This design comes from an exercise in tuning for small area, a short achievable clock period and few clock cycles on the open sky130 flow, not from production work. Only simulation tests tie the RTL to the original design; equivalence was not proved.

==> design/flow/design.v <==
package nn_pkg;
    localparam int LANES = 4;
    localparam int PIXEL_W = 8;
    localparam int WEIGHT_W = 8;
    localparam int ACC_W = 22;
    localparam int SCORE_W = 8;
    typedef logic [LANES*PIXEL_W-1:0] pixel_vec_t;
    typedef logic [LANES*WEIGHT_W-1:0] weight_vec_t;
    typedef struct packed {
        logic        valid;
        logic        first;
        logic        last;
        pixel_vec_t  pixels;
        weight_vec_t weights;
        logic [7:0]  score_addr;
    } operand_beat_t;
    typedef struct packed {
        logic               en;
        logic [7:0]         addr;
        logic [SCORE_W-1:0] score;
    } score_wr_t;
    typedef struct packed {
        logic       en;
        logic [7:0] addr;
        pixel_vec_t pixels;
    } image_wr_t;
    typedef struct packed {
        logic        en;
        logic [7:0]  addr;
        weight_vec_t weights;
    } weight_wr_t;
endpackage
`timescale 1ns/1ps
module dual_port_ram #(
    parameter int  width  = 8,
    parameter int  depth  = 16
) (
    input  logic                                     clk,
    input  logic                                     wr_en,
    input  logic [$clog2(depth > 1 ? depth : 2)-1:0] wr_addr,
    input  logic [width-1:0]                         wr_data,
    input  logic                                     rd_en,
    input  logic [$clog2(depth > 1 ? depth : 2)-1:0] rd_addr,
    output logic [width-1:0]                         rd_data
);
    logic [width-1:0] mem [depth];
    always_ff @(posedge clk) begin
        if (wr_en) begin
            mem[wr_addr] <= wr_data;
        end
    end
    always_ff @(posedge clk) begin
        if (rd_en) begin
            rd_data <= mem[rd_addr];
        end
    end
endmodule
`timescale 1ns/1ps
module batch_sequencer #(
    parameter int num_images  = 4,
    parameter int num_classes = 4
) (
    input  logic              clk,
    input  logic              resetn,
    input  logic              start,
    input  nn_pkg::score_wr_t score_wr,
    output logic              image_start,
    output logic [7:0]        image_idx,
    output logic              done
);
    localparam int idx_w = $clog2(num_images > 1 ? num_images : 2);
    typedef enum logic [1:0] {
        st_idle,
        st_run,
        st_finished
    } state_t;
    state_t           state_q;
    logic [idx_w-1:0] idx_q;
    logic [7:0]       last_addr;
    logic             image_end;
    logic             last_image;
    assign last_addr = 8'(idx_q * num_classes + num_classes - 1);
    assign image_end  = score_wr.en && (score_wr.addr == last_addr);
    assign last_image = idx_q == idx_w'(num_images - 1);
    assign image_idx = 8'(idx_q);
    always_ff @(posedge clk or negedge resetn) begin
        if (!resetn) begin
            state_q     <= st_idle;
            idx_q       <= '0;
            image_start <= 1'b0;
            done        <= 1'b0;
        end else begin
            image_start <= 1'b0;
            case (state_q)
                st_idle, st_finished: begin
                    if (start) begin
                        state_q     <= st_run;
                        idx_q       <= '0;
                        image_start <= 1'b1;
                        done        <= 1'b0;
                    end
                end
                st_run: begin
                    if (image_end) begin
                        if (last_image) begin
                            state_q <= st_finished;
                            done    <= 1'b1;
                        end else begin
                            idx_q       <= idx_q + 1'b1;
                            image_start <= 1'b1;
                        end
                    end
                end
                default: begin
                    state_q <= st_idle;
                end
            endcase
        end
    end
endmodule
`timescale 1ns/1ps
module feature_fetch #(
    parameter int num_classes      = 4,
    parameter int chunks_per_image = 4
) (
    input  logic                  clk,
    input  logic                  resetn,
    input  logic                  image_start,
    input  logic [7:0]            image_idx,
    output logic                  img_rd_en,
    output logic [7:0]            img_rd_addr,
    input  nn_pkg::pixel_vec_t    img_rd_data,
    output logic                  wgt_rd_en,
    output logic [7:0]            wgt_rd_addr,
    input  nn_pkg::weight_vec_t   wgt_rd_data,
    output nn_pkg::operand_beat_t beat
);
    localparam int cls_w = $clog2(num_classes > 1 ? num_classes : 2);
    localparam int chk_w = $clog2(chunks_per_image > 1 ? chunks_per_image : 2);
    logic             busy_q;
    logic [cls_w-1:0] cls_q;
    logic [chk_w-1:0] chk_q;
    logic             chk_end;
    logic             cls_end;
    logic             rd_valid_q;
    logic             first_q;
    logic             last_q;
    logic [7:0]       score_addr_q;
    assign chk_end = chk_q == chk_w'(chunks_per_image - 1);
    assign cls_end = cls_q == cls_w'(num_classes - 1);
    always_ff @(posedge clk or negedge resetn) begin
        if (!resetn) begin
            busy_q <= 1'b0;
            cls_q  <= '0;
            chk_q  <= '0;
        end else if (image_start) begin
            busy_q <= 1'b1;
            cls_q  <= '0;
            chk_q  <= '0;
        end else if (busy_q) begin
            if (chk_end) begin
                chk_q <= '0;
                if (cls_end) begin
                    busy_q <= 1'b0;
                end else begin
                    cls_q <= cls_q + 1'b1;
                end
            end else begin
                chk_q <= chk_q + 1'b1;
            end
        end
    end
    assign img_rd_en = busy_q;
    assign wgt_rd_en = busy_q;
    assign img_rd_addr = 8'(image_idx * chunks_per_image + chk_q);
    assign wgt_rd_addr = 8'(cls_q * chunks_per_image + chk_q);
    always_ff @(posedge clk or negedge resetn) begin
        if (!resetn) begin
            rd_valid_q <= 1'b0;
        end else begin
            rd_valid_q <= busy_q;
        end
    end
    always_ff @(posedge clk) begin
        first_q      <= chk_q == '0;
        last_q       <= chk_end;
        score_addr_q <= 8'(image_idx * num_classes + cls_q);
    end
    always_comb begin
        beat.valid      = rd_valid_q;
        beat.first      = first_q;
        beat.last       = last_q;
        beat.pixels     = img_rd_data;
        beat.weights    = wgt_rd_data;
        beat.score_addr = score_addr_q;
    end
endmodule
`timescale 1ns/1ps
module dot_product_pe (
    input  logic                  clk,
    input  logic                  resetn,
    input  nn_pkg::operand_beat_t beat,
    output nn_pkg::score_wr_t     score_wr
);
    localparam int score_max = (1 << nn_pkg::SCORE_W) - 1;
    logic signed [nn_pkg::ACC_W-1:0] lane_sum;
    logic signed [nn_pkg::ACC_W-1:0] total;
    logic signed [nn_pkg::ACC_W-1:0] acc_q;
    logic [nn_pkg::SCORE_W-1:0]      clipped;
    logic                            open_q;
    logic                            wr_en_q;
    logic [7:0]                      wr_addr_q;
    logic [nn_pkg::SCORE_W-1:0]      wr_score_q;
    always_comb begin
        lane_sum = '0;
        for (int i = 0; i < nn_pkg::LANES; i++) begin
            lane_sum = lane_sum + ($signed({1'b0, beat.pixels[i*nn_pkg::PIXEL_W +: nn_pkg::PIXEL_W]}) * $signed(beat.weights[i*nn_pkg::WEIGHT_W +: nn_pkg::WEIGHT_W]));
        end
    end
    assign total = beat.first ? lane_sum : acc_q + lane_sum;
    always_ff @(posedge clk) begin
        if (beat.valid) begin
            acc_q <= total;
        end
    end
    always_comb begin
        if (total < 0) begin
            clipped = '0;
        end else if (total > score_max) begin
            clipped = '1;
        end else begin
            clipped = total[nn_pkg::SCORE_W-1:0];
        end
    end
    always_ff @(posedge clk or negedge resetn) begin
        if (!resetn) begin
            wr_en_q <= 1'b0;
        end else begin
            wr_en_q <= beat.valid && beat.last;
        end
    end
    always_ff @(posedge clk) begin
        if (beat.valid && beat.last) begin
            wr_addr_q  <= beat.score_addr;
            wr_score_q <= clipped;
        end
    end
    assign score_wr.en    = wr_en_q;
    assign score_wr.addr  = wr_addr_q;
    assign score_wr.score = wr_score_q;
endmodule
`timescale 1ns/1ps
module batch_classifier_top #(
    parameter int num_images       = 4,
    parameter int num_classes      = 4,
    parameter int chunks_per_image = 4
) (
    input  logic                       clk,
    input  logic                       resetn,
    input  logic                       start,
    output logic                       done,
    input  logic                       img_wr_en,
    input  logic [7:0]                 img_wr_addr,
    input  logic [31:0]                img_wr_pixels,
    input  logic                       wgt_wr_en,
    input  logic [7:0]                 wgt_wr_addr,
    input  logic [31:0]                wgt_wr_weights,
    input  logic                       score_rd_en,
    input  logic [7:0]                 score_rd_addr,
    output logic [nn_pkg::SCORE_W-1:0] score_rd_data
);
    localparam int img_depth   = num_images * chunks_per_image;
    localparam int wgt_depth   = num_classes * chunks_per_image;
    localparam int score_depth = num_images * num_classes;
    localparam int img_aw      = $clog2(img_depth > 1 ? img_depth : 2);
    localparam int wgt_aw      = $clog2(wgt_depth > 1 ? wgt_depth : 2);
    localparam int score_aw    = $clog2(score_depth > 1 ? score_depth : 2);
    logic                  image_start;
    logic [7:0]            image_idx;
    logic                  img_rd_en;
    logic [7:0]            img_rd_addr;
    nn_pkg::pixel_vec_t    img_rd_data;
    logic                  wgt_rd_en;
    logic [7:0]            wgt_rd_addr;
    nn_pkg::weight_vec_t   wgt_rd_data;
    nn_pkg::operand_beat_t beat;
    nn_pkg::score_wr_t     score_wr;
    batch_sequencer #(
        .num_images  (num_images),
        .num_classes (num_classes)
    ) batch_sequencer_i (
        .clk         (clk),
        .resetn      (resetn),
        .start       (start),
        .score_wr    (score_wr),
        .image_start (image_start),
        .image_idx   (image_idx),
        .done        (done)
    );
    dual_port_ram #(
        .width  (nn_pkg::LANES * nn_pkg::PIXEL_W),
        .depth  (img_depth)
    ) image_ram_i (
        .clk     (clk),
        .wr_en   (img_wr_en),
        .wr_addr (img_wr_addr[img_aw-1:0]),
        .wr_data (img_wr_pixels),
        .rd_en   (img_rd_en),
        .rd_addr (img_rd_addr[img_aw-1:0]),
        .rd_data (img_rd_data)
    );
    dual_port_ram #(
        .width  (nn_pkg::LANES * nn_pkg::WEIGHT_W),
        .depth  (wgt_depth)
    ) weight_ram_i (
        .clk     (clk),
        .wr_en   (wgt_wr_en),
        .wr_addr (wgt_wr_addr[wgt_aw-1:0]),
        .wr_data (wgt_wr_weights),
        .rd_en   (wgt_rd_en),
        .rd_addr (wgt_rd_addr[wgt_aw-1:0]),
        .rd_data (wgt_rd_data)
    );
    dual_port_ram #(
        .width  (nn_pkg::SCORE_W),
        .depth  (score_depth)
    ) score_ram_i (
        .clk     (clk),
        .wr_en   (score_wr.en),
        .wr_addr (score_wr.addr[score_aw-1:0]),
        .wr_data (score_wr.score),
        .rd_en   (score_rd_en),
        .rd_addr (score_rd_addr[score_aw-1:0]),
        .rd_data (score_rd_data)
    );
    feature_fetch #(
        .num_classes      (num_classes),
        .chunks_per_image (chunks_per_image)
    ) feature_fetch_i (
        .clk         (clk),
        .resetn      (resetn),
        .image_start (image_start),
        .image_idx   (image_idx),
        .img_rd_en   (img_rd_en),
        .img_rd_addr (img_rd_addr),
        .img_rd_data (img_rd_data),
        .wgt_rd_en   (wgt_rd_en),
        .wgt_rd_addr (wgt_rd_addr),
        .wgt_rd_data (wgt_rd_data),
        .beat        (beat)
    );
    dot_product_pe dot_product_pe_i (
        .clk      (clk),
        .resetn   (resetn),
        .beat     (beat),
        .score_wr (score_wr)
    );
endmodule
==> design/flow/run.sh <==
#!/bin/bash
# synth_recipe.tcl (not shown) runs the flow's synth.tcl, then flattens the netlist and writes it again
# the make line also repeats each setting of config.mk as NAME=value (left out here)
make -C /OpenROAD-flow-scripts/flow DESIGN_CONFIG=/design/flow/config.mk WORK_HOME=/design/flow/orfs CLKGATE_MAP_FILE= SYNTH_SCRIPT=/design/flow/synth_recipe.tcl finish
==> design/flow/config.mk <==
export PLATFORM = sky130hd
export DESIGN_NAME = batch_classifier_top
export DESIGN_NICKNAME = batch_classifier_top
export VERILOG_FILES = /design/flow/design.v
export SDC_FILE = /design/flow/constraint.sdc
export NUM_CORES = 4
export LEC_CHECK = 0
export CAP_MARGIN = 20
export CORE_MARGIN = 2
export CORE_UTILIZATION = 40
export SLEW_MARGIN = 20
==> design/flow/constraint.sdc <==
create_clock -name core_clock -period 12.0 [get_ports {clk}]
set_input_delay 2.4000 -clock core_clock [delete_from_list [all_inputs] [get_ports {clk}]]
set_output_delay 2.4000 -clock core_clock [all_outputs]
set_load 0.01 [all_outputs]
==> impl_metrics.py <==
metrics = {
    "grt": {
        "antenna_found_initial": 8,
        "grt_max_degree": 129,
        "grt.overflow.total": 0,
        "grt.total_usage_pct": 17.3,
        "grt_pass1_wl_um": 194000,
        "grt_pass1_vias": 30200,
    },
    "cells_and_area": {
        "syn_to_final_growth_pct": 13.4,
        "nNetsFinal": 3926,
        "nFillCells": 12500,
        "final_cell_mix": "edfxtp_1, mux4_2, inv_1",
        "drive_gt1_share_pct": 18.4,
        "final_common_cell": "edfxtp_1",
    },
    "min_path": {
        "hold_path.class": "flip-flop to flip-flop",
    },
    "worst_setup_path": {
        "cp.arrival_ns": 10.06,
        "cp-end-kind": "flip-flop",
        "critPathSlowestCell": "fa_1",
        "crit_type": "flip-flop to flip-flop",
        "cp-start-kind": "flip-flop",
        "critPathMaxStageDelay_ns": 0.57,
        "worstPathMaxFanout": 8,
        "critPathRequiredTime_ns": 12.48,
    },
    "detailed_routing": {
        "drc": 0,
        "viasPerCell": 5.27,
        "drt_pass1_iterations": 5,
        "vias": 28800,
        "routed_wirelength_um": 129000,
        "avgRoutedWirePerCell_um": 23.5,
        "drt-initial-drc-count": 2134,
        "antenna_left": 0,
    },
    "yosys": {
        "yosys-top-cells-area": "edfxtp_1, mux4_2, fa_1",
        "yosysSeqAreaShare_pct": 64.8,
        "synthFlopType": "edfxtp_1",
        "yosysUniqueCellTypes": 62,
        "yosys.area.top_type": "edfxtp_1",
        "synthesis.nets": 3741,
        "ys_ff_latch": 1277,
        "yosysWarnings": 5,
        "synth_area_sq_mm": 0.0590,
        "synthArstFlopShare_pct": 1.02,
        "syn_avg_cell_area_sq_um": 18.2,
        "synth-edff-count": 1258,
        "syn_inst": 3245,
        "synth_top_area_share_pct": 64.1,
    },
    "die": {
        "die_area_sq_mm": 0.151,
        "die_w_um": 388,
        "chipHeight_um": 388,
        "rows": 140,
        "io_pins": 103,
        "core_area_sq_mm": 0.146,
        "start_util_pct": 40.4,
    },
    "timing": {
        "hold_viol_final": 0,
        "relSlewSlack_pct": 18.2,
        "worst_slack_ns": 2.41,
        "fmax_mhz": 104,
        "drv_slew": 0,
        "worstMarginPinSlew_ns": 1.23,
        "skew_ns": 0.0400,
        "period_minus_slack_ns": 9.59,
        "rsz0062_at_grt": "no",
        "final.setup.tns_ns": 0,
        "finalSetupViolations": 0,
        "fin_crit_sh_pct": 79.9,
    },
    "cts": {
        "cts-root-buf": "clkbuf_16",
        "cts_buffer_depth": 3,
        "clock-sinks": 1277,
        "clkLatencyLatePin_ns": 0.79,
        "htree_levels": 4,
        "numCtsBuffers": 136,
        "postCtsSetupRepairBufs": 0,
        "cts-resized-gates": 0,
        "path_clk_slew_ns": 0.06,
        "cts_tree": "built",
        "ctsHoldBuffers": 0,
    },
    "status": {
        "status": "finished clean",
    },
    "place": {
        "port-buffer-count": 90,
        "dp_hpwl_um": 76500,
        "pre_cts_ws_ns": 2.41,
        "globalplace.congestion": 0.814,
    },
    "job": {
        "drv_cap": 0,
    },
}
cell type report:
class	instances	area, sq um	area share [%]
diodes	2	5.00	0.00748
clock buffers	171	3580	5.35
clock inverters	80	744	1.11
inverters	310	1160	1.74
multi-input cells	1566	19500	29.1
flip-flops and latches	1277	38200	57.2
well taps	1917	2400	3.59
repair buffers	139	1300	1.94
sequential cells by signal, summed over array words and instances, names as in the netlist:
| signal | cells |
|---|---|
| feature_fetch_i.busy_q | 1 |
| batch_sequencer_i.image_start | 1 |
| batch_sequencer_i.idx_q | 2 |
| batch_sequencer_i.state_q | 2 |
| score_ram_i.mem | 128 |
| weight_ram_i.rd_data | 32 |
| feature_fetch_i.chk_q | 2 |
| batch_sequencer_i.done | 1 |
| feature_fetch_i.last_q | 1 |
| dot_product_pe_i.wr_en_q | 1 |
| feature_fetch_i.cls_q | 2 |
| feature_fetch_i.first_q | 1 |
| weight_ram_i.mem | 512 |
| image_ram_i.rd_data | 32 |
| dot_product_pe_i.wr_score_q | 8 |
| score_ram_i.rd_data | 8 |
| feature_fetch_i.rd_valid_q | 1 |
| dot_product_pe_i.acc_q | 22 |
| dot_product_pe_i.wr_addr_q | 4 |
| image_ram_i.mem | 512 |
| feature_fetch_i.score_addr_q | 4 |
through the flow:
step / instances / area [sq um] / utilization, % / hold slack, ns
6_report: 5462 / 66900 / 45.8 / 0.397
5_1_grt: 5461 / 66900 / 45.8 / 0.404
4_1_cts: 5460 / 66900 / 45.8 / 0.400
3_5_place_dp: 5209 / 62600 / 42.8 / 0.389
3_3_place_gp: 5209 / 62600 / 42.8 / 0.387
2_1_floorplan: 3245 / 59000 / - / 0.369
worst paths after layout:
path                                             endpoint  depth (start not counted)  slack [ns]                       startpoint
max                        dot_product_pe_i.wr_score_q[6]                         37        2.41         weight_ram_i.rd_data[24]
min                         dot_product_pe_i.wr_addr_q[2]                          0        0.40  feature_fetch_i.score_addr_q[2]
max reg2reg                dot_product_pe_i.wr_score_q[6]                         37        2.41         weight_ram_i.rd_data[24]
min reg2reg                 dot_product_pe_i.wr_addr_q[2]                          0        0.40  feature_fetch_i.score_addr_q[2]
max in group asynchronous        feature_fetch_i.cls_q[0]                          1        9.45                           resetn
min in group asynchronous          batch_sequencer_i.done                          1        2.04                           resetn
worst max-delay path, delay by kind of cell, from the launching register on:
kind                       cells  cell delay [ns]
AOI/OAI and AO/OA             13             2.53
muxes                          1             0.22
buffers and inverters          5             0.30
and+or+nand+nor                6             1.19
adders and majority gates     10             3.89
DFF                            1             0.53
xor gates and xnor gates       2             0.62
cells in the mapped netlist (all sizes together), types with 6 or more instances:
library cell,number
o2111ai,8
mux4,360
nor2b,11
ha,218
edfxtp,1258
a21oi,63
xnor2,57
nor3,27
o21bai,14
clkbuf,57
o21a,9
nand3,22
nand3b,8
o21ai,39
a31oi,9
xor2,25
inv,308
buf,35
dfrtp,13
fa,184
nor2,115
nand2,119
mux2i,9
dfxtp,6
nand2b,26
and2,163
a21o,19
cell families (layout without fill, tap and decap cells):
logic type / after synthesis / after routing / synth area share, %
DFF: 1277 / 1277 / 64.8
muxes: 372 / 372 / 14.0
other: 0 / 2 / 0
adders and majority gates: 402 / 402 / 10.9
xor gates and xnor gates: 82 / 82 / 1.22
AOI/OAI and AO/OA: 195 / 195 / 2.16
buffers and inverters: 402 / 700 / 2.57
and+or+nand+nor: 515 / 515 / 4.41
per-layer routing:
metal / global-route usage [%] / vias up / wire length (um)
met5: 0 / - / 85
met4: 5.56 / 14 / 3310
met3: 3.21 / 197 / 6590
met2: 28.3 / 642 / 62400
met1: 23.6 / 15100 / 56200
li1: - / 12900 / -
Testbench counts, summed over its fixed seeds: cycles 10,472.

[separate check: timing with driven ports]
No port has a modelled driver above. Below, the same layout with a new extraction and two added sets of constraints.
Step 1, drivers: a clkbuf_16 drives clk and a buf_2 each remaining input, both assumed.
Step 2 moves the port delays by t, midway between the first and last clock arrival at a register: inputs arrive t later, outputs are due t later. That takes back most of the time a late clock gives input paths.
Slacks: ideal / step 1 / step 2; pairs: ideal / step 1.
t (ns): 0.850
setup WS [ns]: 2.413 / 2.413 / 2.413
hold slack, ns: 0.397 / 0.397 / 0.397
After both steps this run still meets setup and hold. For this run, drivers alone change the setup slack by 0.000 ns; drivers and shift together by 0.000 ns.
